From an optimization exercise on the open Yosys and OpenROAD flow, aimed at small area, a short achievable clock period and few clock cycles per item; shortcuts taken in it are not production practice.
At most, simulation tests tie the RTL to the original design; equivalence was not proved.
No functional check of the RTL was part of runs 2 and 3.
Power and IR drop assume default switching activity.

==> flow/design.v, too long to show whole: its modules and the start of the top module <==
// module gf2_split_mul: 35 lines
// module clmul48_pipe: 2783 lines
module gf2_split_mul (
	input  wire         clk,
	input  wire         rst,
	input  wire         in_valid,
	output logic        in_ready,
	input  wire  [47:0] a,
	input  wire  [47:0] b,
	output logic        out_valid,
	input  wire         out_ready,
	output logic [95:0] c
);
  // ...
==> flow/run.sh <==
#!/bin/bash
# synth_recipe.tcl (not shown) runs the flow's synth.tcl, then flattens the netlist and writes it again
# the make line also repeats each setting of config.mk as NAME=value (left out here)
make -C /OpenROAD-flow-scripts/flow DESIGN_CONFIG=/design/flow/config.mk WORK_HOME=/design/flow/orfs CLKGATE_MAP_FILE= SYNTH_SCRIPT=/design/flow/synth_recipe.tcl finish
==> flow/config.mk <==
export PLATFORM = sky130hd
export DESIGN_NAME = gf2_split_mul
export DESIGN_NICKNAME = gf2_split_mul
export VERILOG_FILES = /design/flow/design.v
export SDC_FILE = /design/flow/constraint.sdc
export NUM_CORES = 4
export LEC_CHECK = 0
export CAP_MARGIN = 20
export CORE_MARGIN = 2
export CORE_UTILIZATION = 40
export SETUP_SLACK_MARGIN = 1.0
export SLEW_MARGIN = 20
==> flow/constraint.sdc <==
create_clock -name core_clock -period 5.0 [get_ports {clk}]
set_input_delay 1.0000 -clock core_clock [delete_from_list [all_inputs] [get_ports {clk}]]
set_output_delay 1.0000 -clock core_clock [all_outputs]
set_load 0.01 [all_outputs]
==> out/qor.txt, run 1 <==
status - no timing/DRC/antenna violations
TritonCTS Buffers - 28
RSZ-0062 raised after global routing - no
Residual DRC - 0
post-synthesis simple-gate area fraction - 14.9%
clk pwr - 2.10 mW
area share of fa/ha/maj cells after synthesis - 0%
Tapcells - 846
Rel. slew slack - 25.6%
WP data arrival - 4.26 ns
die area - 65900 um^2
multiplexer share of the synthesized area - 0.607%
Post-synth top cells - xnor2_1, nor2_1, nand2_1
post-CTS setup buffer count - 0
Die Y - 257 um
critical path capture point - u_mul.r[98]
CP bufs+invs - 0
Core ar. - 63100 um^2
largest family of logic cells by synthesized area - XOR/XNOR gates
cell count after placement - 3742
Peak VDD IR - 0.000562 V
worst-path fanout max - 9
Tot Pwr - 22.0 mW
Clock Power Share - 9.5%
Inverters excl. clock - 10
Reg area - 6440 um^2
final net count - 3026
Seq area share - 22.5%
HP Start - a_full
Signal buffers - 257
fraction of area in multi-input gates - 61.9%
startpoint types - flop
Testbench counts, summed over its fixed seeds: cycles 2,064, items 2,048.
==> module gf2_split_mul, before the edit <==
module gf2_split_mul (
	input  wire         clk,
	input  wire         rst,
	input  wire         in_valid,
	output logic        in_ready,
	input  wire  [47:0] a,
	input  wire  [47:0] b,
	output logic        out_valid,
	input  wire         out_ready,
	output logic [95:0] c
);
	logic [47:0] a_q, b_q;
	logic        a_full;
	logic        out_take;
	logic        in_take;
	assign out_take  = !out_valid || out_ready;
	assign in_take   = !a_full || out_take;
	assign in_ready  = in_take;
	always_ff @(posedge clk) begin
		if (rst) begin
			a_full    <= 1'b0;
			out_valid <= 1'b0;
		end else begin
			if (in_take)  a_full    <= in_valid;
			if (out_take) out_valid <= a_full;
		end
	end
	always_ff @(posedge clk) begin
		if (in_take) begin
			a_q <= a;
			b_q <= b;
		end
	end
	clmul48_pipe u_mul (.clk(clk), .en(out_take), .a(a_q), .b(b_q), .p(c));
endmodule
==> inputs of run 2 (changes only) <==
--- a/flow/design.v
+++ b/flow/design.v
@@ -13,6 +13,7 @@
 );
 	logic [47:0] a_q, b_q;
 	logic        a_full;
+	logic [95:0] prod;
 	logic        out_take;
 	logic        in_take;
 	assign out_take  = !out_valid || out_ready;
@@ -32,12 +33,11 @@
 			a_q <= a;
 			b_q <= b;
 		end
+		if (out_take) c <= prod;
 	end
-	clmul48_pipe u_mul (.clk(clk), .en(out_take), .a(a_q), .b(b_q), .p(c));
+	clmul48_comb u_mul (.a(a_q), .b(b_q), .p(prod));
 endmodule
-module clmul48_pipe (
-	input  wire         clk,
-	input  wire         en,
+module clmul48_comb (
 	input  wire  [47:0] a,
 	input  wire  [47:0] b,
 	output logic [95:0] p
@@ -193,7 +193,6 @@
 	logic n2464, n2465, n2466, n2467, n2468, n2469, n2470, n2471, n2472, n2473, n2474, n2475, n2476, n2477, n2478, n2479;
 	logic n2480, n2481, n2482, n2483, n2484, n2485, n2486, n2487, n2488, n2489, n2490, n2491, n2492, n2493, n2494, n2495;
 	logic n2496, n2497, n2498, n2499, n2500, n2501;
-	logic [116:0] r;
 	assign n96 = a[0] & b[0];
 	assign n97 = a[0] & b[1];
 	assign n98 = a[1] & b[0];
@@ -2458,11 +2457,11 @@
 	assign n2357 = n1845 ^ n2337;
 	assign n2358 = n2313 ^ n2357;
 	assign n2359 = n1847 ^ n2338;
-	assign n2360 = r[52] ^ r[62];
+	assign n2360 = n2315 ^ n2359;
 	assign n2361 = n1849 ^ n2071;
 	assign n2362 = n2317 ^ n2361;
 	assign n2363 = n2073 ^ n2328;
-	assign n2364 = r[53] ^ r[63];
+	assign n2364 = n2319 ^ n2363;
 	assign n2365 = n2075 ^ n2329;
 	assign n2366 = n2321 ^ n2365;
 	assign n2367 = n2077 ^ n2330;
@@ -2483,7 +2482,7 @@
 	assign n2382 = n2337 ^ n2381;
 	assign n2383 = n1981 ^ n2227;
 	assign n2384 = n2338 ^ n2383;
-	assign n2385 = r[25] ^ r[26];
+	assign n2385 = n822 ^ n843;
 	assign n2386 = n824 ^ n846;
 	assign n2387 = n826 ^ n851;
 	assign n2388 = n828 ^ n858;
@@ -2505,17 +2504,17 @@
 	assign n2404 = n430 ^ n1559;
 	assign n2405 = n435 ^ n1561;
 	assign n2406 = n438 ^ n1563;
-	assign n2407 = r[12] ^ r[39];
+	assign n2407 = n439 ^ n1565;
 	assign n2408 = n96 ^ n1638;
-	assign n2409 = n2385 ^ r[80];
+	assign n2409 = n2385 ^ n2408;
 	assign n2410 = n99 ^ n1641;
-	assign n2411 = r[72] ^ r[81];
+	assign n2411 = n2386 ^ n2410;
 	assign n2412 = n104 ^ n1646;
-	assign n2413 = r[73] ^ r[82];
+	assign n2413 = n2387 ^ n2412;
 	assign n2414 = n111 ^ n1653;
 	assign n2415 = n2388 ^ n2414;
 	assign n2416 = n120 ^ n1662;
-	assign n2417 = r[74] ^ r[84];
+	assign n2417 = n2389 ^ n2416;
 	assign n2418 = n131 ^ n1673;
 	assign n2419 = n2390 ^ n2418;
 	assign n2420 = n297 ^ n1839;
@@ -2527,59 +2526,59 @@
 	assign n2426 = n303 ^ n1845;
 	assign n2427 = n2394 ^ n2426;
 	assign n2428 = n305 ^ n1847;
-	assign n2429 = r[75] ^ r[90];
+	assign n2429 = n2395 ^ n2428;
 	assign n2430 = n307 ^ n2396;
 	assign n2431 = n1849 ^ n2430;
-	assign n2432 = r[13] ^ r[76];
-	assign n2433 = r[54] ^ n2432;
+	assign n2432 = n798 ^ n2397;
+	assign n2433 = n2340 ^ n2432;
 	assign n2434 = n800 ^ n2398;
-	assign n2435 = r[55] ^ r[92];
+	assign n2435 = n2342 ^ n2434;
 	assign n2436 = n802 ^ n2399;
-	assign n2437 = r[56] ^ r[93];
+	assign n2437 = n2344 ^ n2436;
 	assign n2438 = n804 ^ n2400;
 	assign n2439 = n2346 ^ n2438;
 	assign n2440 = n806 ^ n2401;
-	assign n2441 = r[57] ^ r[95];
+	assign n2441 = n2348 ^ n2440;
 	assign n2442 = n808 ^ n2402;
 	assign n2443 = n2350 ^ n2442;
-	assign n2444 = r[19] ^ r[77];
-	assign n2445 = r[58] ^ n2444;
+	assign n2444 = n810 ^ n2403;
+	assign n2445 = n2352 ^ n2444;
 	assign n2446 = n812 ^ n2404;
-	assign n2447 = r[59] ^ r[97];
-	assign n2448 = r[21] ^ r[78];
-	assign n2449 = r[60] ^ n2448;
-	assign n2450 = r[22] ^ r[79];
-	assign n2451 = r[61] ^ n2450;
-	assign n2452 = r[23] ^ n2407;
+	assign n2447 = n2354 ^ n2446;
+	assign n2448 = n814 ^ n2405;
+	assign n2449 = n2356 ^ n2448;
+	assign n2450 = n816 ^ n2406;
+	assign n2451 = n2358 ^ n2450;
+	assign n2452 = n818 ^ n2407;
 	assign n2453 = n2360 ^ n2452;
 	assign n2454 = n820 ^ n1567;
 	assign n2455 = n2362 ^ n2454;
-	assign n2456 = r[41] ^ n2385;
+	assign n2456 = n1569 ^ n2385;
 	assign n2457 = n2364 ^ n2456;
-	assign n2458 = r[42] ^ r[72];
-	assign n2459 = r[64] ^ n2458;
-	assign n2460 = r[43] ^ r[73];
-	assign n2461 = r[65] ^ n2460;
+	assign n2458 = n1571 ^ n2386;
+	assign n2459 = n2366 ^ n2458;
+	assign n2460 = n1573 ^ n2387;
+	assign n2461 = n2368 ^ n2460;
 	assign n2462 = n1575 ^ n2388;
-	assign n2463 = r[66] ^ r[99];
-	assign n2464 = r[45] ^ r[74];
-	assign n2465 = r[67] ^ n2464;
+	assign n2463 = n2370 ^ n2462;
+	assign n2464 = n1577 ^ n2389;
+	assign n2465 = n2372 ^ n2464;
 	assign n2466 = n1579 ^ n2390;
 	assign n2467 = n2374 ^ n2466;
 	assign n2468 = n1581 ^ n2391;
-	assign n2469 = r[68] ^ r[101];
+	assign n2469 = n2376 ^ n2468;
 	assign n2470 = n1583 ^ n2392;
 	assign n2471 = n2378 ^ n2470;
 	assign n2472 = n1585 ^ n2393;
-	assign n2473 = r[69] ^ r[103];
+	assign n2473 = n2380 ^ n2472;
 	assign n2474 = n1587 ^ n2394;
-	assign n2475 = r[70] ^ r[104];
-	assign n2476 = r[51] ^ r[75];
-	assign n2477 = r[71] ^ n2476;
+	assign n2475 = n2382 ^ n2474;
+	assign n2476 = n1589 ^ n2395;
+	assign n2477 = n2384 ^ n2476;
 	assign n2478 = n1276 ^ n2396;
 	assign n2479 = n2071 ^ n2478;
 	assign n2480 = n1278 ^ n2073;
-	assign n2481 = r[76] ^ r[106];
+	assign n2481 = n2397 ^ n2480;
 	assign n2482 = n1280 ^ n2075;
 	assign n2483 = n2398 ^ n2482;
 	assign n2484 = n1282 ^ n2077;
@@ -2591,231 +2590,110 @@
 	assign n2490 = n1161 ^ n1956;
 	assign n2491 = n2402 ^ n2490;
 	assign n2492 = n1170 ^ n1965;
-	assign n2493 = r[77] ^ r[112];
+	assign n2493 = n2403 ^ n2492;
 	assign n2494 = n1177 ^ n1972;
 	assign n2495 = n2404 ^ n2494;
 	assign n2496 = n1182 ^ n1977;
-	assign n2497 = r[78] ^ r[114];
+	assign n2497 = n2405 ^ n2496;
 	assign n2498 = n1185 ^ n1980;
-	assign n2499 = r[79] ^ r[115];
+	assign n2499 = n2406 ^ n2498;
 	assign n2500 = n1186 ^ n1981;
-	assign n2501 = n2407 ^ r[116];
-	always_ff @(posedge clk) begin
-		if (en) begin
-			r[0] <= n96;
-			r[1] <= n99;
-			r[2] <= n104;
-			r[3] <= n111;
-			r[4] <= n120;
-			r[5] <= n131;
-			r[6] <= n297;
-			r[7] <= n299;
-			r[8] <= n301;
-			r[9] <= n303;
-			r[10] <= n305;
-			r[11] <= n307;
-			r[12] <= n439;
-			r[13] <= n798;
-			r[14] <= n800;
-			r[15] <= n802;
-			r[16] <= n804;
-			r[17] <= n806;
-			r[18] <= n808;
-			r[19] <= n810;
-			r[20] <= n812;
-			r[21] <= n814;
-			r[22] <= n816;
-			r[23] <= n818;
-			r[24] <= n820;
-			r[25] <= n822;
-			r[26] <= n843;
-			r[27] <= n1161;
-			r[28] <= n1170;
-			r[29] <= n1177;
-			r[30] <= n1182;
-			r[31] <= n1185;
-			r[32] <= n1186;
-			r[33] <= n1276;
-			r[34] <= n1278;
-			r[35] <= n1280;
-			r[36] <= n1282;
-			r[37] <= n1284;
-			r[38] <= n1286;
-			r[39] <= n1565;
-			r[40] <= n1567;
-			r[41] <= n1569;
-			r[42] <= n1571;
-			r[43] <= n1573;
-			r[44] <= n1575;
-			r[45] <= n1577;
-			r[46] <= n1579;
-			r[47] <= n1581;
-			r[48] <= n1583;
-			r[49] <= n1585;
-			r[50] <= n1587;
-			r[51] <= n1589;
-			r[52] <= n2315;
-			r[53] <= n2319;
-			r[54] <= n2340;
-			r[55] <= n2342;
-			r[56] <= n2344;
-			r[57] <= n2348;
-			r[58] <= n2352;
-			r[59] <= n2354;
-			r[60] <= n2356;
-			r[61] <= n2358;
-			r[62] <= n2359;
-			r[63] <= n2363;
-			r[64] <= n2366;
-			r[65] <= n2368;
-			r[66] <= n2370;
-			r[67] <= n2372;
-			r[68] <= n2376;
-			r[69] <= n2380;
-			r[70] <= n2382;
-			r[71] <= n2384;
-			r[72] <= n2386;
-			r[73] <= n2387;
-			r[74] <= n2389;
-			r[75] <= n2395;
-			r[76] <= n2397;
-			r[77] <= n2403;
-			r[78] <= n2405;
-			r[79] <= n2406;
-			r[80] <= n2408;
-			r[81] <= n2410;
-			r[82] <= n2412;
-			r[83] <= n2415;
-			r[84] <= n2416;
-			r[85] <= n2419;
-			r[86] <= n2421;
-			r[87] <= n2423;
-			r[88] <= n2425;
-			r[89] <= n2427;
-			r[90] <= n2428;
-			r[91] <= n2431;
-			r[92] <= n2434;
-			r[93] <= n2436;
-			r[94] <= n2439;
-			r[95] <= n2440;
-			r[96] <= n2443;
-			r[97] <= n2446;
-			r[98] <= n2455;
-			r[99] <= n2462;
-			r[100] <= n2467;
-			r[101] <= n2468;
-			r[102] <= n2471;
-			r[103] <= n2472;
-			r[104] <= n2474;
-			r[105] <= n2479;
-			r[106] <= n2480;
-			r[107] <= n2483;
-			r[108] <= n2485;
-			r[109] <= n2487;
-			r[110] <= n2489;
-			r[111] <= n2491;
-			r[112] <= n2492;
-			r[113] <= n2495;
-			r[114] <= n2496;
-			r[115] <= n2498;
-			r[116] <= n2500;
-		end
-	end
-	assign p[0] = r[0];
-	assign p[1] = r[1];
-	assign p[2] = r[2];
-	assign p[3] = r[3];
-	assign p[4] = r[4];
-	assign p[5] = r[5];
-	assign p[6] = r[6];
-	assign p[7] = r[7];
-	assign p[8] = r[8];
-	assign p[9] = r[9];
-	assign p[10] = r[10];
-	assign p[11] = r[11];
-	assign p[12] = r[13];
-	assign p[13] = r[14];
-	assign p[14] = r[15];
-	assign p[15] = r[16];
-	assign p[16] = r[17];
-	assign p[17] = r[18];
-	assign p[18] = r[19];
-	assign p[19] = r[20];
-	assign p[20] = r[21];
-	assign p[21] = r[22];
-	assign p[22] = r[23];
-	assign p[23] = r[24];
+	assign n2501 = n2407 ^ n2500;
+	assign p[0] = n96;
+	assign p[1] = n99;
+	assign p[2] = n104;
+	assign p[3] = n111;
+	assign p[4] = n120;
+	assign p[5] = n131;
+	assign p[6] = n297;
+	assign p[7] = n299;
+	assign p[8] = n301;
+	assign p[9] = n303;
+	assign p[10] = n305;
+	assign p[11] = n307;
+	assign p[12] = n798;
+	assign p[13] = n800;
+	assign p[14] = n802;
+	assign p[15] = n804;
+	assign p[16] = n806;
+	assign p[17] = n808;
+	assign p[18] = n810;
+	assign p[19] = n812;
+	assign p[20] = n814;
+	assign p[21] = n816;
+	assign p[22] = n818;
+	assign p[23] = n820;
 	assign p[24] = n2409;
 	assign p[25] = n2411;
 	assign p[26] = n2413;
-	assign p[27] = r[83];
+	assign p[27] = n2415;
 	assign p[28] = n2417;
-	assign p[29] = r[85];
-	assign p[30] = r[86];
-	assign p[31] = r[87];
-	assign p[32] = r[88];
-	assign p[33] = r[89];
+	assign p[29] = n2419;
+	assign p[30] = n2421;
+	assign p[31] = n2423;
+	assign p[32] = n2425;
+	assign p[33] = n2427;
 	assign p[34] = n2429;
-	assign p[35] = r[91];
+	assign p[35] = n2431;
 	assign p[36] = n2433;
 	assign p[37] = n2435;
 	assign p[38] = n2437;
-	assign p[39] = r[94];
+	assign p[39] = n2439;
 	assign p[40] = n2441;
-	assign p[41] = r[96];
+	assign p[41] = n2443;
 	assign p[42] = n2445;
 	assign p[43] = n2447;
 	assign p[44] = n2449;
 	assign p[45] = n2451;
 	assign p[46] = n2453;
-	assign p[47] = r[98];
+	assign p[47] = n2455;
 	assign p[48] = n2457;
 	assign p[49] = n2459;
 	assign p[50] = n2461;
 	assign p[51] = n2463;
 	assign p[52] = n2465;
-	assign p[53] = r[100];
+	assign p[53] = n2467;
 	assign p[54] = n2469;
-	assign p[55] = r[102];
+	assign p[55] = n2471;
 	assign p[56] = n2473;
 	assign p[57] = n2475;
 	assign p[58] = n2477;
-	assign p[59] = r[105];
+	assign p[59] = n2479;
 	assign p[60] = n2481;
-	assign p[61] = r[107];
-	assign p[62] = r[108];
-	assign p[63] = r[109];
-	assign p[64] = r[110];
-	assign p[65] = r[111];
+	assign p[61] = n2483;
+	assign p[62] = n2485;
+	assign p[63] = n2487;
+	assign p[64] = n2489;
+	assign p[65] = n2491;
 	assign p[66] = n2493;
-	assign p[67] = r[113];
+	assign p[67] = n2495;
 	assign p[68] = n2497;
 	assign p[69] = n2499;
 	assign p[70] = n2501;
-	assign p[71] = r[40];
-	assign p[72] = r[41];
-	assign p[73] = r[42];
-	assign p[74] = r[43];
-	assign p[75] = r[44];
-	assign p[76] = r[45];
-	assign p[77] = r[46];
-	assign p[78] = r[47];
-	assign p[79] = r[48];
-	assign p[80] = r[49];
-	assign p[81] = r[50];
-	assign p[82] = r[51];
-	assign p[83] = r[33];
-	assign p[84] = r[34];
-	assign p[85] = r[35];
-	assign p[86] = r[36];
-	assign p[87] = r[37];
-	assign p[88] = r[38];
-	assign p[89] = r[27];
-	assign p[90] = r[28];
-	assign p[91] = r[29];
-	assign p[92] = r[30];
-	assign p[93] = r[31];
-	assign p[94] = r[32];
+	assign p[71] = n1567;
+	assign p[72] = n1569;
+	assign p[73] = n1571;
+	assign p[74] = n1573;
+	assign p[75] = n1575;
+	assign p[76] = n1577;
+	assign p[77] = n1579;
+	assign p[78] = n1581;
+	assign p[79] = n1583;
+	assign p[80] = n1585;
+	assign p[81] = n1587;
+	assign p[82] = n1589;
+	assign p[83] = n1276;
+	assign p[84] = n1278;
+	assign p[85] = n1280;
+	assign p[86] = n1282;
+	assign p[87] = n1284;
+	assign p[88] = n1286;
+	assign p[89] = n1161;
+	assign p[90] = n1170;
+	assign p[91] = n1177;
+	assign p[92] = n1182;
+	assign p[93] = n1185;
+	assign p[94] = n1186;
 	assign p[95] = 1'b0;
 endmodule
 `default_nettype wire
--- a/flow/config.mk
+++ b/flow/config.mk
@@ -8,5 +8,4 @@
 export CAP_MARGIN = 20
 export CORE_MARGIN = 2
 export CORE_UTILIZATION = 40
-export SETUP_SLACK_MARGIN = 1.0
 export SLEW_MARGIN = 20
==> out/qor.txt, run 2 <==
status - no timing/DRC/antenna violations (unchanged)
HP Start - a_full (unchanged)
Max clock buf depth - 2 (was 3)
register area share after synthesis - 23.1% (was 25.2%)
Worst Setup End Kind - flop (unchanged)
Die W - 254 um (was 257 um)
WP data arrival - 4.67 ns (was 4.26 ns)
worst-path fanout max - 9 (unchanged)
final net count - 2952 (was 3026)
Final GP Congestion - 0.992 (was 0.999)
reg2reg end - c[47] (was u_mul.r[98])
setup TNS after final layout - 0 ns (unchanged)
Pre-antenna DRT Iters - 5 (unchanged)
top-count cell post-synth - xnor2_1 (unchanged)
Critical Path Max Stage Delay - 0.94 ns (was 0.98 ns)
total wire length - 90400 um (was 91200 um)
Top delay family on crit path - XOR/XNOR gates (unchanged)
Post-synth top flop - edfxtp_1 (unchanged)
worst-margin pin slew - 1.03 ns (was 1.11 ns)
fill cell count - 6015 (was 6142)
htree depth - 4 (was 1)
Port Buffers - 196 (unchanged)
Largest Register - c (was u_mul.r)
TritonCTS Buffers - 17 (was 28)
startpoint types - flop (unchanged)
Post-synth top cells - xnor2_1, nor2_1, nand2_1 (unchanged)
P per Cell Area - 879 nW/um^2 (was 769 nW/um^2)
clk sink count - 193 (was 215)
area share of the largest cell type after synthesis - 30.7% (was 33.6%)
commonest non-fill, non-tap cell in the layout - xnor2_1 (unchanged)
Die Y - 254 um (was 257 um)
clock skew - 0.0274 ns (was 0.0186 ns)
area of the mapped netlist - 25000 um^2 (was 25600 um^2)
antenna-violating nets left - 0 (unchanged)
# resized after CTS - 0 (unchanged)
Leakage - 10.8 nW (was 10.5 nW)
max reg flops - 95 (was 117)
clock latency on the worst-skew pair - 0.52 ns (was 0.60 ns)
row count - 91 (was 92)
initial core utilization - 40.5% (about the same)
largest net degree at the start of global routing - 62 (was 97)
Worst R2R Setup Slack - 0.58 ns (was 1.07 ns)
GRT overflow - 0 (unchanged)
Hold EP - out_valid (unchanged)
footprint of the multi-input gates - 18300 um^2 (was 17700 um^2)
CP max-delay cell - xnor2_1 (unchanged)
Yosys top cell by area - xnor2_1 (unchanged)
Max-Cap Viols - 0 (unchanged)
most frequent cells in the layout - xnor2_1, nor2_1, nand2_1 (unchanged)
Post-CTS Hold Buffers - 0 (unchanged)
worst path cell trace - xnor2_1, nor2_1, xnor2_1, xnor3_1, xnor2_1, xnor2_1, xnor3_1, xnor2_1, xnor3_1 (was xnor2_1, nor2_1, xor2_1, xnor2_1, xnor2_1, xnor2_1, xnor2_1, xnor2_1, xnor3_1)
clock-pin slew on the worst setup and hold paths - 0.08 ns (was 0.06 ns)
asr flop ratio synth - 0% (unchanged)
Cell variety after synth - 34 (was 33)
antenna violations before repair - 1 (was 0)
Area Growth Syn to Fin - 13.0% (was 12.1%)
YS warnings - 1 (was 2)
FMAX - 226 MHz (was 255 MHz)
fin. max-slew vios - 0 (unchanged)
Synth area leaders - xnor2_1, edfxtp_1, nor2_1 (unchanged)
Rel. slew slack - 30.6% (was 25.6%)
post-CTS setup buffer count - 0 (unchanged)
CP Class - reg2reg (unchanged)
Final min period - 4.42 ns (was 3.93 ns)
FF+latch count, synth - 193 (was 215)
vias in the first global route - 18100 (was 18700)
Hold Path Class - reg2reg (unchanged)
Tot Pwr - 24.8 mW (was 22.0 mW)
crit share post-route - 88.4% (was 78.6%)
Core ar. - 61700 um^2 (was 63100 um^2)
synthesized instance count - 2680 (was 2839)
Tot GR Track Use - 28.2% (was 27.0%)
RSZ-0062 raised after global routing - no (unchanged)
die area - 64500 um^2 (was 65900 um^2)
layout cells sized above 1 - 8.97% (was 8.92%)
final setup fails - 0 (unchanged)
Initial DRC Count - 1848 (was 1813)
routed length per instance - 24.4 um (was 24.0 um)
WP data required - 5.25 ns (was 5.34 ns)
crit-path most repeated cell - xnor2_1 (unchanged)
vias per inst - 5.05 (was 5.00)
CP bufs+invs - 0 (unchanged)
ant diodes - 0 (unchanged)
Root Buffer - clkbuf_16 (unchanged)
Via Count - 18700 (was 19000)
leading registers by flop count - c (95), a_q (48), b_q (48) (was u_mul.r (117), a_q (48), b_q (48))
CTS tree - yes (unchanged)
Reg area - 5780 um^2 (was 6440 um^2)
worst hold stages - 2 (unchanged)
Peak VDD IR - 0.000563 V (was 0.000562 V)
dpl hpwl - 72500 um (was 72300 um)
Residual DRC - 0 (unchanged)
global-route wire length before repair - 129000 um (was 131000 um)
Reg2Reg Launch Point - b_q[20] (was a_q[9])
EDFF count, synth - 191 (was 213)
Mapped Nets - 2780 (was 2939)
Avg Cell Area, Syn - 9.33 um^2 (was 9.00 um^2)
cell depth of the worst flop-to-flop path - 9 (unchanged)
Ports - 198 (unchanged)
count of final hold-check violations - 0 (unchanged)
run 2: per-stage QoR:
step | hold WS (ns) | utilization, % | area (um^2) | setup WS [ns] | std cells
finish | 0.546 | 45.8 | 28300 | 0.578 | 3702
CTS | 0.546 | 45.8 | 28300 | 0.681 | 3702
global route | 0.590 | 45.8 | 28300 | 0.568 | 3702
global placement | 0.520 | 44.9 | 27700 | 0.694 | 3670
detailed placement | 0.534 | 44.9 | 27700 | 0.704 | 3670
floorplan | 0.463 | - | 25000 | 0.847 | 2680
run 2: worst register-to-register path: stages (launching register included):
cell      delay, ns
edfxtp_1       0.70
xnor2_1        0.94
nor2_1         0.15
xnor2_1        0.29
xnor3_1        0.40
xnor2_1        0.62
xnor2_1        0.27
xnor3_1        0.37
xnor2_1        0.19
xnor3_1        0.23
run 2: worst max-delay path by stage:
stage,startpoint,end,slack [ns],depth (start not counted)
after floorplan,out_ready,in_ready,0.85,2
after global placement,a_q[25],c[46],0.69,9
after detailed placement,b_q[14],c[47],0.70,9
after CTS,b_q[14],c[47],0.68,9
after global routing,b_q[14],c[47],0.57,9
final,b_q[20],c[47],0.58,9
run 2: where the power goes:
group / internal, mW / total [mW] / switching [mW] / leakage, nW
sequential: 3.37 / 3.77 / 0.396 / 2.03
combinational: 9.28 / 19.6 / 10.4 / 8.46
clock: 0.736 / 1.43 / 0.692 / 0.278
run 2: cells by family after synthesis:
logic type	after synthesis	synth area share (%)
buf+inv	123	3.58
xor+xnor	1317	56.4
flops	193	23.1
compound gates	31	0.856
mux	16	0.716
simple gates	999	15.3
other cells	1	0.0150
run 2: per-layer routing:
metal | up-vias | track usage [%] | wire [um]
met5 | - | 0 | 0
met4 | 0 | 11.1 | 3500
met3 | 125 | 4.51 | 6740
met2 | 840 | 45.3 | 41900
met1 | 9060 | 37.8 | 38300
li1 | 8667 | - | -
run 2: final cells by class:
type / instances / area share [%]
multi-input combinational: 2364 / 64.9
sequential: 193 / 20.4
timing repair buffer: 266 / 8.80
inverter: 10 / 0.142
clock inverter: 13 / 0.483
clock buffer: 19 / 1.53
tap: 837 / 3.71
==> inputs of run 3 (changes only) <==
--- a/flow/config.mk
+++ b/flow/config.mk
@@ -5,7 +5,9 @@
 export SDC_FILE = /design/flow/constraint.sdc
 export NUM_CORES = 4
 export LEC_CHECK = 0
+export ABC_CLOCK_PERIOD_IN_PS = 3000
 export CAP_MARGIN = 20
 export CORE_MARGIN = 2
 export CORE_UTILIZATION = 40
+export SETUP_SLACK_MARGIN = 2.0
 export SLEW_MARGIN = 20
==> out/qor.txt, run 3 <==
count of final hold-check violations - 0 (unchanged)
CP max-delay cell - xnor2_1 (unchanged)
Mapped Nets - 2780 (unchanged)
Tot GR Track Use - 32.0% (was 28.2%)
total wire length - 113000 um (was 90400 um)
reg2reg end - c[48] (was c[47])
Residual DRC - 0 (unchanged)
row count - 91 (unchanged)
P per Cell Area - 824 nW/um^2 (was 879 nW/um^2)
Synth area leaders - xnor2_1, edfxtp_1, nor2_1 (unchanged)
Max clock buf depth - 2 (unchanged)
Reg2Reg Launch Point - b_q[31] (was b_q[20])
Port Buffers - 196 (unchanged)
leading registers by flop count - c (95), a_q (48), b_q (48) (unchanged)
Pre-antenna DRT Iters - 7 (was 5)
HP Start - a_full (unchanged)
Post-synth top cells - xnor2_1, nor2_1, nand2_1 (unchanged)
asr flop ratio synth - 0% (unchanged)
Initial DRC Count - 2741 (was 1848)
fin. max-slew vios - 0 (unchanged)
EDFF count, synth - 191 (unchanged)
CTS tree - yes (unchanged)
Avg Cell Area, Syn - 9.33 um^2 (unchanged)
htree depth - 4 (unchanged)
die area - 64500 um^2 (unchanged)
Core ar. - 61700 um^2 (unchanged)
startpoint types - flop (unchanged)
Final GP Congestion - 1.00 (was 0.992)
Cell Count, Final, Fillers Out - 4408 (was 3702)
max reg flops - 95 (unchanged)
clock skew - 0.0273 ns (was 0.0274 ns)
status - no timing/DRC/antenna violations (unchanged)
crit-path most repeated cell - xnor2_1 (unchanged)
initial core utilization - 40.5% (unchanged)
Via Count - 23600 (was 18700)
cell depth of the worst flop-to-flop path - 12 (was 9)
register area share after synthesis - 23.1% (unchanged)
fill cell count - 4197 (was 6015)
top-count cell post-synth - xnor2_1 (unchanged)
Cell variety after synth - 34 (unchanged)
antenna-violating nets left - 0 (unchanged)
TritonCTS Buffers - 17 (unchanged)
Area Growth Syn to Fin - 66.5% (was 13.0%)
Ports - 198 (unchanged)
crit share post-route - 66.8% (was 88.4%)
dpl hpwl - 73000 um (was 72500 um)
Root Buffer - clkbuf_16 (unchanged)
Die Y - 254 um (unchanged)
synthesized instance count - 2680 (unchanged)
Hold Path Class - reg2reg (unchanged)
vias per inst - 5.36 (was 5.05)
Yosys top cell by area - xnor2_1 (unchanged)
Hold EP - out_valid (unchanged)
Worst Setup End Kind - flop (unchanged)
worst-path fanout max - 7 (was 9)
RSZ-0062 raised after global routing - yes (was no)
WP data required - 5.28 ns (was 5.25 ns)
Critical Path Max Stage Delay - 0.47 ns (was 0.94 ns)
Post-CTS Hold Buffers - 0 (unchanged)
WP data arrival - 3.62 ns (was 4.67 ns)
most frequent cells in the layout - nor2_1, xnor2_1, buf_4 (was xnor2_1, nor2_1, nand2_1)
ant diodes - 0 (unchanged)
Worst R2R Setup Slack - 1.66 ns (was 0.58 ns)
final setup fails - 0 (unchanged)
routed length per instance - 25.5 um (was 24.4 um)
Hold WS - 0.543 ns (was 0.546 ns)
GRT overflow - 0 (unchanged)
Max-Cap Viols - 0 (unchanged)
cell count after placement - 3658 (was 3670)
Rel. slew slack - 45.6% (was 30.6%)
global-route wire length before repair - 147000 um (was 129000 um)
antenna violations before repair - 2 (was 1)
clk sink count - 193 (unchanged)
largest net degree at the start of global routing - 61 (was 62)
YS warnings - 1 (unchanged)
vias in the first global route - 22300 (was 18100)
area share of the largest cell type after synthesis - 30.7% (unchanged)
area of the mapped netlist - 25000 um^2 (unchanged)
Post-synth top flop - edfxtp_1 (unchanged)
Top delay family on crit path - XOR/XNOR gates (unchanged)
CP bufs+invs - 3 (was 0)
commonest non-fill, non-tap cell in the layout - nor2_1 (was xnor2_1)
clock-pin slew on the worst setup and hold paths - 0.09 ns (was 0.08 ns)
FF+latch count, synth - 193 (unchanged)
Leakage - 17.4 nW (was 10.8 nW)
CP Class - reg2reg (unchanged)
layout cells sized above 1 - 41.8% (was 8.97%)
worst path cell trace - buf_6, buf_4, xnor2_4, buf_4, nor2_1, xor2_1, xnor2_1, xnor2_1, xnor2_2, xnor2_2, xnor2_1, xnor3_1 (was xnor2_1, nor2_1, xnor2_1, xnor3_1, xnor2_1, xnor2_1, xnor3_1, xnor2_1, xnor3_1)
Final min period - 3.34 ns (was 4.42 ns)
worst-margin pin slew - 0.815 ns (was 1.03 ns)
Die W - 254 um (unchanged)
FMAX - 300 MHz (was 226 MHz)
setup TNS after final layout - 0 ns (unchanged)
final net count - 3658 (was 2952)
Peak VDD IR - 0.000807 V (was 0.000563 V)
Largest Register - c (unchanged)
clock latency on the worst-skew pair - 0.53 ns (was 0.52 ns)
final core occ - 67.5% (was 45.8%)
worst hold stages - 2 (unchanged)
## run 3: cell count changes in the layout (fill, tap and decap cells not counted), sizes merged
cell | previous run | this run
bufinv | 2 | 0
clkbuf | 19 | 18
inv | 13 | 16
buf | 70 | 775
clkinv | 7 | 5
clkdlybuf4s50 | 196 | 195
bufbuf | 0 | 1
clkinvlp | 1 | 4
## run 3: layout make-up
cell class                 instances  area [um^2]  share of cell area, %
clock inverter                    15          146                  0.352
timing repair buffer             972        10200                   24.5
tap                              837         1050                   2.52
clock buffer                      17          425                   1.02
multi-input combinational       2364        24000                   57.6
sequential                       193         5780                   13.9
inverter                          10         41.3                 0.0992
## run 3: worst max path at each step
stage,from,end,slack (ns),cells after the start
2_1_floorplan,a_q[29],c[46],2.02,10
3_3_place_gp,b_q[13],c[48],0.57,9
3_5_place_dp,a_q[45],c[49],0.57,9
4_1_cts,a_q[29],c[46],1.81,11
5_1_grt,b_q[23],c[47],1.62,12
6_report,b_q[31],c[48],1.66,12
## run 3: through the flow
stage                     setup WS (ns)  cell area (um^2)  power (mW)
final                              1.66             41600        34.3
after detailed placement          0.572             27600        23.2
after global routing               1.62             41600        35.4
after floorplan                    2.02             25000        17.1
after global placement            0.569             27600        23.0
after CTS                          1.81             38100        30.3
## run 3: kinds of logic after synthesis
group | share of synthesized area [%]
AOI/OAI and AO/OA | 0.856
other | 0.0150
DFF | 23.1
muxes | 0.716
and+or+nand+nor | 15.3
buffers and inverters | 3.58
xor gates and xnor gates | 56.4
## run 3: per-layer routing
| layer | wire length (um) | GRT usage [%] | vias to the layer above |
|---|---|---|---|
| met5 | 26 | 0 | - |
| met4 | 9590 | 19.3 | 4 |
| met3 | 11400 | 5.13 | 493 |
| met2 | 51900 | 51.7 | 1641 |
| met1 | 39700 | 40.2 | 11400 |
| li1 | - | - | 10100 |
## run 3: repair_timing
action	in CTS	in global routing
setup endpoints to repair	69	48
cloned	2	2
gates resized for setup	552	367
pin swaps	274	289
setup buffers	568	146
hold endpoints to repair	0	0
## run 3: power by group
| part | internal (mW) | switching, mW | total, mW |
|---|---|---|---|
| combinational | 15.5 | 13.9 | 29.4 |
| sequential | 3.37 | 0.181 | 3.55 |
| clock | 0.658 | 0.749 | 1.41 |
## run 3: worst register-to-register path: cells and delay by family, from the launching register on
family	cells	cell delay (ns)
flops	1	0.38
buf+inv	3	0.50
simple gates	1	0.14
xor+xnor	8	2.10
==> inputs of run 4 (changes only) <==
--- a/flow/design.v
+++ b/flow/design.v
@@ -11,33 +11,21 @@
 	input  wire         out_ready,
 	output logic [95:0] c
 );
-	logic [47:0] a_q, b_q;
-	logic        a_full;
-	logic [95:0] prod;
-	logic        out_take;
-	logic        in_take;
-	assign out_take  = !out_valid || out_ready;
-	assign in_take   = !a_full || out_take;
-	assign in_ready  = in_take;
+	logic out_take;
+	assign out_take = !out_valid || out_ready;
+	assign in_ready = out_take;
 	always_ff @(posedge clk) begin
 		if (rst) begin
-			a_full    <= 1'b0;
 			out_valid <= 1'b0;
-		end else begin
-			if (in_take)  a_full    <= in_valid;
-			if (out_take) out_valid <= a_full;
+		end else if (out_take) begin
+			out_valid <= in_valid;
 		end
 	end
-	always_ff @(posedge clk) begin
-		if (in_take) begin
-			a_q <= a;
-			b_q <= b;
-		end
-		if (out_take) c <= prod;
-	end
-	clmul48_comb u_mul (.a(a_q), .b(b_q), .p(prod));
+	clmul48_pipe u_mul (.clk(clk), .en(out_take), .a(a), .b(b), .p(c));
 endmodule
-module clmul48_comb (
+module clmul48_pipe (
+	input  wire         clk,
+	input  wire         en,
 	input  wire  [47:0] a,
 	input  wire  [47:0] b,
 	output logic [95:0] p
@@ -193,6 +181,7 @@
 	logic n2464, n2465, n2466, n2467, n2468, n2469, n2470, n2471, n2472, n2473, n2474, n2475, n2476, n2477, n2478, n2479;
 	logic n2480, n2481, n2482, n2483, n2484, n2485, n2486, n2487, n2488, n2489, n2490, n2491, n2492, n2493, n2494, n2495;
 	logic n2496, n2497, n2498, n2499, n2500, n2501;
+	logic [116:0] r;
 	assign n96 = a[0] & b[0];
 	assign n97 = a[0] & b[1];
 	assign n98 = a[1] & b[0];
@@ -2436,8 +2425,8 @@
 	assign n2336 = n1755 ^ n2065;
 	assign n2337 = n1758 ^ n2067;
 	assign n2338 = n1759 ^ n2069;
-	assign n2339 = n1638 ^ n2106;
-	assign n2340 = n2328 ^ n2339;
+	assign n2339 = r[52] ^ r[70];
+	assign n2340 = r[74] ^ n2339;
 	assign n2341 = n1641 ^ n2109;
 	assign n2342 = n2329 ^ n2341;
 	assign n2343 = n1646 ^ n2114;
@@ -2456,12 +2445,12 @@
 	assign n2356 = n2311 ^ n2355;
 	assign n2357 = n1845 ^ n2337;
 	assign n2358 = n2313 ^ n2357;
-	assign n2359 = n1847 ^ n2338;
-	assign n2360 = n2315 ^ n2359;
+	assign n2359 = r[60] ^ r[75];
+	assign n2360 = r[72] ^ n2359;
 	assign n2361 = n1849 ^ n2071;
 	assign n2362 = n2317 ^ n2361;
-	assign n2363 = n2073 ^ n2328;
-	assign n2364 = n2319 ^ n2363;
+	assign n2363 = r[66] ^ r[74];
+	assign n2364 = r[73] ^ n2363;
 	assign n2365 = n2075 ^ n2329;
 	assign n2366 = n2321 ^ n2365;
 	assign n2367 = n2077 ^ n2330;
@@ -2480,9 +2469,9 @@
 	assign n2380 = n2336 ^ n2379;
 	assign n2381 = n1980 ^ n2226;
 	assign n2382 = n2337 ^ n2381;
-	assign n2383 = n1981 ^ n2227;
-	assign n2384 = n2338 ^ n2383;
-	assign n2385 = n822 ^ n843;
+	assign n2383 = r[65] ^ r[71];
+	assign n2384 = r[75] ^ n2383;
+	assign n2385 = r[25] ^ r[26];
 	assign n2386 = n824 ^ n846;
 	assign n2387 = n826 ^ n851;
 	assign n2388 = n828 ^ n858;
@@ -2504,143 +2493,264 @@
 	assign n2404 = n430 ^ n1559;
 	assign n2405 = n435 ^ n1561;
 	assign n2406 = n438 ^ n1563;
-	assign n2407 = n439 ^ n1565;
-	assign n2408 = n96 ^ n1638;
+	assign n2407 = r[12] ^ r[39];
+	assign n2408 = r[0] ^ r[52];
 	assign n2409 = n2385 ^ n2408;
-	assign n2410 = n99 ^ n1641;
-	assign n2411 = n2386 ^ n2410;
-	assign n2412 = n104 ^ n1646;
-	assign n2413 = n2387 ^ n2412;
-	assign n2414 = n111 ^ n1653;
-	assign n2415 = n2388 ^ n2414;
-	assign n2416 = n120 ^ n1662;
-	assign n2417 = n2389 ^ n2416;
+	assign n2410 = r[1] ^ r[53];
+	assign n2411 = r[91] ^ n2410;
+	assign n2412 = r[2] ^ r[54];
+	assign n2413 = r[92] ^ n2412;
+	assign n2414 = r[3] ^ r[55];
+	assign n2415 = r[93] ^ n2414;
+	assign n2416 = r[4] ^ r[56];
+	assign n2417 = r[94] ^ n2416;
 	assign n2418 = n131 ^ n1673;
 	assign n2419 = n2390 ^ n2418;
-	assign n2420 = n297 ^ n1839;
-	assign n2421 = n2391 ^ n2420;
+	assign n2420 = r[6] ^ r[57];
+	assign n2421 = r[95] ^ n2420;
 	assign n2422 = n299 ^ n1841;
 	assign n2423 = n2392 ^ n2422;
-	assign n2424 = n301 ^ n1843;
-	assign n2425 = n2393 ^ n2424;
-	assign n2426 = n303 ^ n1845;
-	assign n2427 = n2394 ^ n2426;
-	assign n2428 = n305 ^ n1847;
-	assign n2429 = n2395 ^ n2428;
+	assign n2424 = r[8] ^ r[58];
+	assign n2425 = r[96] ^ n2424;
+	assign n2426 = r[9] ^ r[59];
+	assign n2427 = r[97] ^ n2426;
+	assign n2428 = r[10] ^ r[60];
+	assign n2429 = r[98] ^ n2428;
 	assign n2430 = n307 ^ n2396;
 	assign n2431 = n1849 ^ n2430;
-	assign n2432 = n798 ^ n2397;
+	assign n2432 = r[13] ^ r[99];
 	assign n2433 = n2340 ^ n2432;
-	assign n2434 = n800 ^ n2398;
-	assign n2435 = n2342 ^ n2434;
-	assign n2436 = n802 ^ n2399;
-	assign n2437 = n2344 ^ n2436;
+	assign n2434 = r[14] ^ r[100];
+	assign n2435 = r[76] ^ n2434;
+	assign n2436 = r[15] ^ r[101];
+	assign n2437 = r[77] ^ n2436;
 	assign n2438 = n804 ^ n2400;
 	assign n2439 = n2346 ^ n2438;
-	assign n2440 = n806 ^ n2401;
-	assign n2441 = n2348 ^ n2440;
+	assign n2440 = r[17] ^ r[102];
+	assign n2441 = r[78] ^ n2440;
 	assign n2442 = n808 ^ n2402;
 	assign n2443 = n2350 ^ n2442;
-	assign n2444 = n810 ^ n2403;
-	assign n2445 = n2352 ^ n2444;
-	assign n2446 = n812 ^ n2404;
-	assign n2447 = n2354 ^ n2446;
-	assign n2448 = n814 ^ n2405;
-	assign n2449 = n2356 ^ n2448;
-	assign n2450 = n816 ^ n2406;
-	assign n2451 = n2358 ^ n2450;
-	assign n2452 = n818 ^ n2407;
+	assign n2444 = r[19] ^ r[103];
+	assign n2445 = r[79] ^ n2444;
+	assign n2446 = r[20] ^ r[104];
+	assign n2447 = r[80] ^ n2446;
+	assign n2448 = r[21] ^ r[105];
+	assign n2449 = r[81] ^ n2448;
+	assign n2450 = r[22] ^ r[106];
+	assign n2451 = r[82] ^ n2450;
+	assign n2452 = r[23] ^ n2407;
 	assign n2453 = n2360 ^ n2452;
-	assign n2454 = n820 ^ n1567;
-	assign n2455 = n2362 ^ n2454;
-	assign n2456 = n1569 ^ n2385;
+	assign n2454 = r[24] ^ r[40];
+	assign n2455 = r[83] ^ n2454;
+	assign n2456 = r[41] ^ n2385;
 	assign n2457 = n2364 ^ n2456;
-	assign n2458 = n1571 ^ n2386;
-	assign n2459 = n2366 ^ n2458;
-	assign n2460 = n1573 ^ n2387;
-	assign n2461 = n2368 ^ n2460;
-	assign n2462 = n1575 ^ n2388;
-	assign n2463 = n2370 ^ n2462;
-	assign n2464 = n1577 ^ n2389;
-	assign n2465 = n2372 ^ n2464;
+	assign n2458 = r[42] ^ r[91];
+	assign n2459 = r[84] ^ n2458;
+	assign n2460 = r[43] ^ r[92];
+	assign n2461 = r[85] ^ n2460;
+	assign n2462 = r[44] ^ r[93];
+	assign n2463 = r[86] ^ n2462;
+	assign n2464 = r[45] ^ r[94];
+	assign n2465 = r[87] ^ n2464;
 	assign n2466 = n1579 ^ n2390;
 	assign n2467 = n2374 ^ n2466;
-	assign n2468 = n1581 ^ n2391;
-	assign n2469 = n2376 ^ n2468;
+	assign n2468 = r[47] ^ r[95];
+	assign n2469 = r[88] ^ n2468;
 	assign n2470 = n1583 ^ n2392;
 	assign n2471 = n2378 ^ n2470;
-	assign n2472 = n1585 ^ n2393;
-	assign n2473 = n2380 ^ n2472;
-	assign n2474 = n1587 ^ n2394;
-	assign n2475 = n2382 ^ n2474;
-	assign n2476 = n1589 ^ n2395;
+	assign n2472 = r[49] ^ r[96];
+	assign n2473 = r[89] ^ n2472;
+	assign n2474 = r[50] ^ r[97];
+	assign n2475 = r[90] ^ n2474;
+	assign n2476 = r[51] ^ r[98];
 	assign n2477 = n2384 ^ n2476;
 	assign n2478 = n1276 ^ n2396;
 	assign n2479 = n2071 ^ n2478;
-	assign n2480 = n1278 ^ n2073;
-	assign n2481 = n2397 ^ n2480;
-	assign n2482 = n1280 ^ n2075;
-	assign n2483 = n2398 ^ n2482;
-	assign n2484 = n1282 ^ n2077;
-	assign n2485 = n2399 ^ n2484;
+	assign n2480 = r[34] ^ r[66];
+	assign n2481 = r[99] ^ n2480;
+	assign n2482 = r[35] ^ r[67];
+	assign n2483 = r[100] ^ n2482;
+	assign n2484 = r[36] ^ r[68];
+	assign n2485 = r[101] ^ n2484;
 	assign n2486 = n1284 ^ n2079;
 	assign n2487 = n2400 ^ n2486;
-	assign n2488 = n1286 ^ n2081;
-	assign n2489 = n2401 ^ n2488;
+	assign n2488 = r[38] ^ r[69];
+	assign n2489 = r[102] ^ n2488;
 	assign n2490 = n1161 ^ n1956;
 	assign n2491 = n2402 ^ n2490;
-	assign n2492 = n1170 ^ n1965;
-	assign n2493 = n2403 ^ n2492;
-	assign n2494 = n1177 ^ n1972;
-	assign n2495 = n2404 ^ n2494;
-	assign n2496 = n1182 ^ n1977;
-	assign n2497 = n2405 ^ n2496;
-	assign n2498 = n1185 ^ n1980;
-	assign n2499 = n2406 ^ n2498;
-	assign n2500 = n1186 ^ n1981;
+	assign n2492 = r[28] ^ r[61];
+	assign n2493 = r[103] ^ n2492;
+	assign n2494 = r[29] ^ r[62];
+	assign n2495 = r[104] ^ n2494;
+	assign n2496 = r[30] ^ r[63];
+	assign n2497 = r[105] ^ n2496;
+	assign n2498 = r[31] ^ r[64];
+	assign n2499 = r[106] ^ n2498;
+	assign n2500 = r[32] ^ r[65];
 	assign n2501 = n2407 ^ n2500;
-	assign p[0] = n96;
-	assign p[1] = n99;
-	assign p[2] = n104;
-	assign p[3] = n111;
-	assign p[4] = n120;
-	assign p[5] = n131;
-	assign p[6] = n297;
-	assign p[7] = n299;
-	assign p[8] = n301;
-	assign p[9] = n303;
-	assign p[10] = n305;
-	assign p[11] = n307;
-	assign p[12] = n798;
-	assign p[13] = n800;
-	assign p[14] = n802;
-	assign p[15] = n804;
-	assign p[16] = n806;
-	assign p[17] = n808;
-	assign p[18] = n810;
-	assign p[19] = n812;
-	assign p[20] = n814;
-	assign p[21] = n816;
-	assign p[22] = n818;
-	assign p[23] = n820;
+	always_ff @(posedge clk) begin
+		if (en) begin
+			r[0] <= n96;
+			r[1] <= n99;
+			r[2] <= n104;
+			r[3] <= n111;
+			r[4] <= n120;
+			r[5] <= n131;
+			r[6] <= n297;
+			r[7] <= n299;
+			r[8] <= n301;
+			r[9] <= n303;
+			r[10] <= n305;
+			r[11] <= n307;
+			r[12] <= n439;
+			r[13] <= n798;
+			r[14] <= n800;
+			r[15] <= n802;
+			r[16] <= n804;
+			r[17] <= n806;
+			r[18] <= n808;
+			r[19] <= n810;
+			r[20] <= n812;
+			r[21] <= n814;
+			r[22] <= n816;
+			r[23] <= n818;
+			r[24] <= n820;
+			r[25] <= n822;
+			r[26] <= n843;
+			r[27] <= n1161;
+			r[28] <= n1170;
+			r[29] <= n1177;
+			r[30] <= n1182;
+			r[31] <= n1185;
+			r[32] <= n1186;
+			r[33] <= n1276;
+			r[34] <= n1278;
+			r[35] <= n1280;
+			r[36] <= n1282;
+			r[37] <= n1284;
+			r[38] <= n1286;
+			r[39] <= n1565;
+			r[40] <= n1567;
+			r[41] <= n1569;
+			r[42] <= n1571;
+			r[43] <= n1573;
+			r[44] <= n1575;
+			r[45] <= n1577;
+			r[46] <= n1579;
+			r[47] <= n1581;
+			r[48] <= n1583;
+			r[49] <= n1585;
+			r[50] <= n1587;
+			r[51] <= n1589;
+			r[52] <= n1638;
+			r[53] <= n1641;
+			r[54] <= n1646;
+			r[55] <= n1653;
+			r[56] <= n1662;
+			r[57] <= n1839;
+			r[58] <= n1843;
+			r[59] <= n1845;
+			r[60] <= n1847;
+			r[61] <= n1965;
+			r[62] <= n1972;
+			r[63] <= n1977;
+			r[64] <= n1980;
+			r[65] <= n1981;
+			r[66] <= n2073;
+			r[67] <= n2075;
+			r[68] <= n2077;
+			r[69] <= n2081;
+			r[70] <= n2106;
+			r[71] <= n2227;
+			r[72] <= n2315;
+			r[73] <= n2319;
+			r[74] <= n2328;
+			r[75] <= n2338;
+			r[76] <= n2342;
+			r[77] <= n2344;
+			r[78] <= n2348;
+			r[79] <= n2352;
+			r[80] <= n2354;
+			r[81] <= n2356;
+			r[82] <= n2358;
+			r[83] <= n2362;
+			r[84] <= n2366;
+			r[85] <= n2368;
+			r[86] <= n2370;
+			r[87] <= n2372;
+			r[88] <= n2376;
+			r[89] <= n2380;
+			r[90] <= n2382;
+			r[91] <= n2386;
+			r[92] <= n2387;
+			r[93] <= n2388;
+			r[94] <= n2389;
+			r[95] <= n2391;
+			r[96] <= n2393;
+			r[97] <= n2394;
+			r[98] <= n2395;
+			r[99] <= n2397;
+			r[100] <= n2398;
+			r[101] <= n2399;
+			r[102] <= n2401;
+			r[103] <= n2403;
+			r[104] <= n2404;
+			r[105] <= n2405;
+			r[106] <= n2406;
+			r[107] <= n2419;
+			r[108] <= n2423;
+			r[109] <= n2431;
+			r[110] <= n2439;
+			r[111] <= n2443;
+			r[112] <= n2467;
+			r[113] <= n2471;
+			r[114] <= n2479;
+			r[115] <= n2487;
+			r[116] <= n2491;
+		end
+	end
+	assign p[0] = r[0];
+	assign p[1] = r[1];
+	assign p[2] = r[2];
+	assign p[3] = r[3];
+	assign p[4] = r[4];
+	assign p[5] = r[5];
+	assign p[6] = r[6];
+	assign p[7] = r[7];
+	assign p[8] = r[8];
+	assign p[9] = r[9];
+	assign p[10] = r[10];
+	assign p[11] = r[11];
+	assign p[12] = r[13];
+	assign p[13] = r[14];
+	assign p[14] = r[15];
+	assign p[15] = r[16];
+	assign p[16] = r[17];
+	assign p[17] = r[18];
+	assign p[18] = r[19];
+	assign p[19] = r[20];
+	assign p[20] = r[21];
+	assign p[21] = r[22];
+	assign p[22] = r[23];
+	assign p[23] = r[24];
 	assign p[24] = n2409;
 	assign p[25] = n2411;
 	assign p[26] = n2413;
 	assign p[27] = n2415;
 	assign p[28] = n2417;
-	assign p[29] = n2419;
+	assign p[29] = r[107];
 	assign p[30] = n2421;
-	assign p[31] = n2423;
+	assign p[31] = r[108];
 	assign p[32] = n2425;
 	assign p[33] = n2427;
 	assign p[34] = n2429;
-	assign p[35] = n2431;
+	assign p[35] = r[109];
 	assign p[36] = n2433;
 	assign p[37] = n2435;
 	assign p[38] = n2437;
-	assign p[39] = n2439;
+	assign p[39] = r[110];
 	assign p[40] = n2441;
-	assign p[41] = n2443;
+	assign p[41] = r[111];
 	assign p[42] = n2445;
 	assign p[43] = n2447;
 	assign p[44] = n2449;
@@ -2652,48 +2762,48 @@
 	assign p[50] = n2461;
 	assign p[51] = n2463;
 	assign p[52] = n2465;
-	assign p[53] = n2467;
+	assign p[53] = r[112];
 	assign p[54] = n2469;
-	assign p[55] = n2471;
+	assign p[55] = r[113];
 	assign p[56] = n2473;
 	assign p[57] = n2475;
 	assign p[58] = n2477;
-	assign p[59] = n2479;
+	assign p[59] = r[114];
 	assign p[60] = n2481;
 	assign p[61] = n2483;
 	assign p[62] = n2485;
-	assign p[63] = n2487;
+	assign p[63] = r[115];
 	assign p[64] = n2489;
-	assign p[65] = n2491;
+	assign p[65] = r[116];
 	assign p[66] = n2493;
 	assign p[67] = n2495;
 	assign p[68] = n2497;
 	assign p[69] = n2499;
 	assign p[70] = n2501;
-	assign p[71] = n1567;
-	assign p[72] = n1569;
-	assign p[73] = n1571;
-	assign p[74] = n1573;
-	assign p[75] = n1575;
-	assign p[76] = n1577;
-	assign p[77] = n1579;
-	assign p[78] = n1581;
-	assign p[79] = n1583;
-	assign p[80] = n1585;
-	assign p[81] = n1587;
-	assign p[82] = n1589;
-	assign p[83] = n1276;
-	assign p[84] = n1278;
-	assign p[85] = n1280;
-	assign p[86] = n1282;
-	assign p[87] = n1284;
-	assign p[88] = n1286;
-	assign p[89] = n1161;
-	assign p[90] = n1170;
-	assign p[91] = n1177;
-	assign p[92] = n1182;
-	assign p[93] = n1185;
-	assign p[94] = n1186;
+	assign p[71] = r[40];
+	assign p[72] = r[41];
+	assign p[73] = r[42];
+	assign p[74] = r[43];
+	assign p[75] = r[44];
+	assign p[76] = r[45];
+	assign p[77] = r[46];
+	assign p[78] = r[47];
+	assign p[79] = r[48];
+	assign p[80] = r[49];
+	assign p[81] = r[50];
+	assign p[82] = r[51];
+	assign p[83] = r[33];
+	assign p[84] = r[34];
+	assign p[85] = r[35];
+	assign p[86] = r[36];
+	assign p[87] = r[37];
+	assign p[88] = r[38];
+	assign p[89] = r[27];
+	assign p[90] = r[28];
+	assign p[91] = r[29];
+	assign p[92] = r[30];
+	assign p[93] = r[31];
+	assign p[94] = r[32];
 	assign p[95] = 1'b0;
 endmodule
 `default_nettype wire
==> flow/config.mk (replaced) <==
export PLATFORM = sky130hd
export DESIGN_NAME = gf2_split_mul
export DESIGN_NICKNAME = gf2_split_mul
export VERILOG_FILES = /design/flow/design.v
export SDC_FILE = /design/flow/constraint.sdc
export NUM_CORES = 4
export LEC_CHECK = 0
export CAP_MARGIN = 20
export CORE_MARGIN = 2
export CORE_UTILIZATION = 70
export SETUP_SLACK_MARGIN = 2.2
export SLEW_MARGIN = 20
export TNS_END_PERCENT = 0
==> out/qor.txt, run 4 <==
dpl hpwl - 65900 um (was 73000 um)
Mapped Nets - 2799 (was 2780)
Avg Cell Area, Syn - 8.21 um^2 (was 9.33 um^2)
FF+latch count, synth - 118 (was 193)
clk sink count - 118 (was 193)
Yosys top cell by area - xnor2_1 (unchanged)
area share of the largest cell type after synthesis - 40.1% (was 30.7%)
EDFF count, synth - 117 (was 191)
row count - 65 (was 91)
Post-synth top flop - edfxtp_1 (unchanged)
Die W - 182 um (was 254 um)
register area share after synthesis - 15.9% (was 23.1%)
asr flop ratio synth - 0% (unchanged)
Root Buffer - clkbuf_16 (unchanged)
synthesized instance count - 2699 (was 2680)
# resized after CTS - 737 (was 552)
Last stage - clock tree synthesis
top-count cell post-synth - xnor2_1 (unchanged)
htree depth - 4 (unchanged)
status - aborted with a tool error (was no timing/DRC/antenna violations)
Port Buffers - 196 (unchanged)
Area after DPL - 26100 um^2 (was 27600 um^2)
Cell variety after synth - 28 (was 34)
Post-CTS Hold Buffers - 0 (unchanged)
post-CTS setup buffer count - 272 (was 568)
Die Y - 182 um (was 254 um)
Post-synth top cells - xnor2_1, nor2_1, nand2_1 (unchanged)
Max clock buf depth - 2 (unchanged)
TritonCTS Buffers - 17 (unchanged)
Ports - 198 (unchanged)
Setup WS pre-CTS - -0.0199 ns (was 0.572 ns)
YS warnings - 2 (was 1)
area of the mapped netlist - 22200 um^2 (was 25000 um^2)
cell count after placement - 3246 (was 3658)
Synth area leaders - xnor2_1, edfxtp_1, nor2_1 (unchanged)
Final GP Congestion - 1.06 (was 1.00)
First Err - [ERROR DPL-0033] detailed placement checks failed during check placement.
initial core utilization - 70.6% (was 40.5%)
## run 4: worst max-delay path by stage
| stage | from | end | slack, ns | cells past startpoint |
|---|---|---|---|---|
| after floorplan | b[18] | u_mul.r[81] | 1.86 | 9 |
| after global placement | b[24] | u_mul.r[113] | 0.10 | 9 |
| after detailed placement | b[24] | u_mul.r[113] | -0.02 | 9 |
## run 4: cell families after synthesis
| group | count (synthesis) | synth area share, % |
|---|---|---|
| compound gates | 19 | 0.531 |
| xor+xnor | 1362 | 59.5 |
| buf+inv | 201 | 6.42 |
| flops | 118 | 15.9 |
| mux | 13 | 0.660 |
| other cells | 1 | 0.0169 |
| simple gates | 985 | 16.9 |
## run 4: stage by stage
step                      setup TNS (ns)  power [mW]  hold slack [ns]  util (%)
after floorplan                        0        13.1             1.07         -
after global placement                 0        16.6             1.04      83.2
after detailed placement         -0.0199        17.0             1.07      83.2
## run 4: power groups by stage
stage | combinational [mW] | clock (mW) | sequential, mW
detailed placement | 14.4 | 0 | 2.65
global placement | 13.9 | 0 | 2.61
floorplan | 10.6 | 0 | 2.49
Testbench counts of run 4, summed over its fixed seeds: cycles 2,056, items 2,048.
==> inputs of run 5 (changes only) <==
--- a/flow/config.mk
+++ b/flow/config.mk
@@ -7,7 +7,7 @@
 export LEC_CHECK = 0
 export CAP_MARGIN = 20
 export CORE_MARGIN = 2
-export CORE_UTILIZATION = 70
-export SETUP_SLACK_MARGIN = 2.2
+export CORE_UTILIZATION = 60
+export SETUP_SLACK_MARGIN = 2.0
 export SLEW_MARGIN = 20
 export TNS_END_PERCENT = 0
==> out/qor.txt, run 5 <==
Die Y - 196 um (was 182 um)
Initial DRC Count - 2648
P per Cell Area - 703 nW/um^2
vias in the first global route - 18900
routed length per instance - 23.9 um
register area share after synthesis - 15.9% (unchanged)
FMAX - 285 MHz
Peak VDD IR - 0.000437 V
antenna-violating nets left - 0
Tot GR Track Use - 43.4%
Leakage - 11.3 nW
Port Buffers - 196 (unchanged)
clock-pin slew on the worst setup and hold paths - 0.06 ns
EDFF count, synth - 117 (unchanged)
CP Class - in2reg
Yosys top cell by area - xnor2_1 (unchanged)
final worst slack - 1.50 ns
cell count after placement - 3428 (was 3246)
Via Count - 20100
count of final hold-check violations - 0
final net count - 3154
asr flop ratio synth - 0% (unchanged)
area share of the largest cell type after synthesis - 40.1% (unchanged)
Residual DRC - 0
Post-synth top flop - edfxtp_1 (unchanged)
Critical Path Max Stage Delay - 0.57 ns
global-route wire length before repair - 122000 um
Cell Count, Final, Fillers Out - 3537
Worst Setup End Kind - flop
vias per inst - 5.67
startpoint types - input port
Mapped Nets - 2799 (unchanged)
fin. max-slew vios - 0
initial core utilization - 60.7% (was 70.6%)
Die W - 196 um (was 182 um)
Area Growth Syn to Fin - 28.4%
GRT overflow - 0
Avg Cell Area, Syn - 8.21 um^2 (unchanged)
Synth area leaders - xnor2_1, edfxtp_1, nor2_1 (unchanged)
Final min period - 3.50 ns
Rel. slew slack - 37.8%
RSZ-0062 raised after global routing - yes
max reg flops - 117
Cell variety after synth - 28 (unchanged)
Area after DPL - 25300 um^2 (was 26100 um^2)
top-count cell post-synth - xnor2_1 (unchanged)
fill cell count - 2591
design area - 28500 um^2
largest net degree at the start of global routing - 69
WP data required - 5.23 ns
TritonCTS Buffers - 17 (unchanged)
Post-synth top cells - xnor2_1, nor2_1, nand2_1 (unchanged)
Top delay family on crit path - XOR/XNOR gates
layout cells sized above 1 - 23.5%
final setup fails - 0
most frequent cells in the layout - xnor2_1, nor2_1, buf_4
Max-Cap Viols - 0
YS warnings - 2 (unchanged)
clock latency on the worst-skew pair - 0.43 ns
CP max-delay cell - xnor2_1
Pre-antenna DRT Iters - 6
crit-path most repeated cell - xnor2_1
Setup WS pre-CTS - 0.254 ns (was -0.0199 ns)
CP bufs+invs - 2
worst-margin pin slew - 0.933 ns
dpl hpwl - 68600 um (was 65900 um)
status - no timing/DRC/antenna violations (was aborted with a tool error)
Core ar. - 36500 um^2
WP data arrival - 3.74 ns
row count - 70 (was 65)
Final GP Congestion - 1.07 (was 1.06)
leading registers by flop count - u_mul.r (117), out_valid (1)
total wire length - 84500 um
commonest non-fill, non-tap cell in the layout - xnor2_1
clock skew - 0.00710 ns
worst-path fanout max - 8
Root Buffer - clkbuf_16 (unchanged)
FF+latch count, synth - 118 (unchanged)
Max clock buf depth - 2 (unchanged)
footprint of the multi-input gates - 19200 um^2
crit share post-route - 70.1%
htree depth - 4 (unchanged)
setup TNS after final layout - 0 ns
antenna violations before repair - 1
Reg area - 3530 um^2
synthesized instance count - 2699 (unchanged)
Post-CTS Hold Buffers - 0 (unchanged)
die area - 38500 um^2
worst path cell trace - dlygate4sd2_1, buf_6, nand2_1, xor2_1, xnor2_1, xnor2_1, xnor2_1, xnor2_1, xnor2_1, xnor2_1
CTS tree - yes
Ports - 198 (unchanged)
Hold Path Class - reg2reg
clk sink count - 118 (unchanged)
area of the mapped netlist - 22200 um^2 (unchanged)
Largest Register - u_mul.r
## run 5: cell counts after synthesis
No cell type changed its count.
## run 5: path summary, 6_finish.rpt
kind	start	end	slack (ns)	cells after the start
worst min register to register	out_valid	out_valid	1.04	3
worst min-delay path	out_valid	out_valid	1.04	3
worst max-delay path	b[29]	u_mul.r[99]	1.50	10
worst max register to register	out_valid	u_mul.r[12]	2.75	3
## run 5: kinds of logic after synthesis
| logic type | Yosys count | share of synthesized area, % |
|---|---|---|
| XOR/XNOR | 1362 | 59.5 |
| AND/OR/NAND/NOR | 985 | 16.9 |
| buffers and inverters | 201 | 6.42 |
| flip-flops | 118 | 15.9 |
| AO/OA/AOI/OAI | 19 | 0.531 |
| multiplexers | 13 | 0.660 |
| other | 1 | 0.0169 |
## run 5: power breakdown
| part | internal [mW] | switching (mW) |
|---|---|---|
| registers | 2.28 | 0.356 |
| logic | 8.04 | 8.03 |
| clock network | 0.815 | 0.482 |
## run 5: layout make-up
class	instances	share of cell area (%)
antenna	2	0.0176
multi-input combinational	2380	67.4
clock inverter	13	0.584
timing repair buffer	533	15.9
clock buffer	19	1.59
sequential	118	12.4
inverter	4	0.0527
tap	468	2.06
## run 5: metrics by stage
step / hold slack, ns / util [%] / power (mW)
6_report: 1.04 / 78.0 / 20.0
5_1_grt: 1.10 / 77.9 / 20.6
4_1_cts: 1.09 / 78.0 / 19.7
3_5_place_dp: 1.06 / 69.2 / 17.3
3_3_place_gp: 1.04 / 69.2 / 17.1
2_1_floorplan: 1.07 / - / 12.8
## run 5: metal layers
metal,up-vias,routed length (um),global-route usage (%)
met2,1392,37600,68.6
met5,-,0,0
met1,9524,32200,58.0
met4,0,5200,22.0
met3,279,9520,6.38
li1,8861,-,-
## run 5: repair_timing
item                                    4_1_cts  5_1_grt
endpoints found under the setup margin      140      150
pin swaps                                    89        2
gates resized for setup                     602        4
gates cloned                                  1        0
setup buffers                                74        0
## run 5: worst min-delay path, stage by stage (launching register included)
cell and delay [ns]:
dfxtp_1 0.37, nand2b_4 0.09, buf_4 0.33, a21oi_1 0.21

what the ideal ports hide:
No port has a modelled driver above. Below, the same layouts with a new extraction and two added sets of constraints. Step 1, drivers: a clkbuf_16 drives clk and a buf_2 each remaining input, both assumed. Step 2 times the ports against the registers' clock, not the clock port: input delays grow and output delays shrink by t, the midpoint of the rising clock arrivals with the driver on. Slacks: ideal / step 1 / step 2; pairs: ideal / step 1.
run | t, ns | setup slack, ns | worst setup path after step 2 | slew at the worst register clock pin (ns) | worst slew at a driven data input, ns
run 1 | 0.649 | 1.072 / 1.072 / 1.072 | register to register | 0.07 / 0.07 | 0.06
run 2 | 0.571 | 0.578 / 0.578 / 0.578 | register to register | 0.10 / 0.10 | 0.06
run 3 | 0.581 | 1.661 / 1.661 / 1.661 | register to register | 0.09 / 0.09 | 0.07
run 5 | 0.475 | 1.496 / 1.528 / 1.053 | input to register | 0.06 / 0.06 | 0.05
After both steps every run listed still meets setup and hold. For run 5, which loses most, drivers alone change the setup slack by +0.032 ns; drivers and shift together by -0.443 ns.
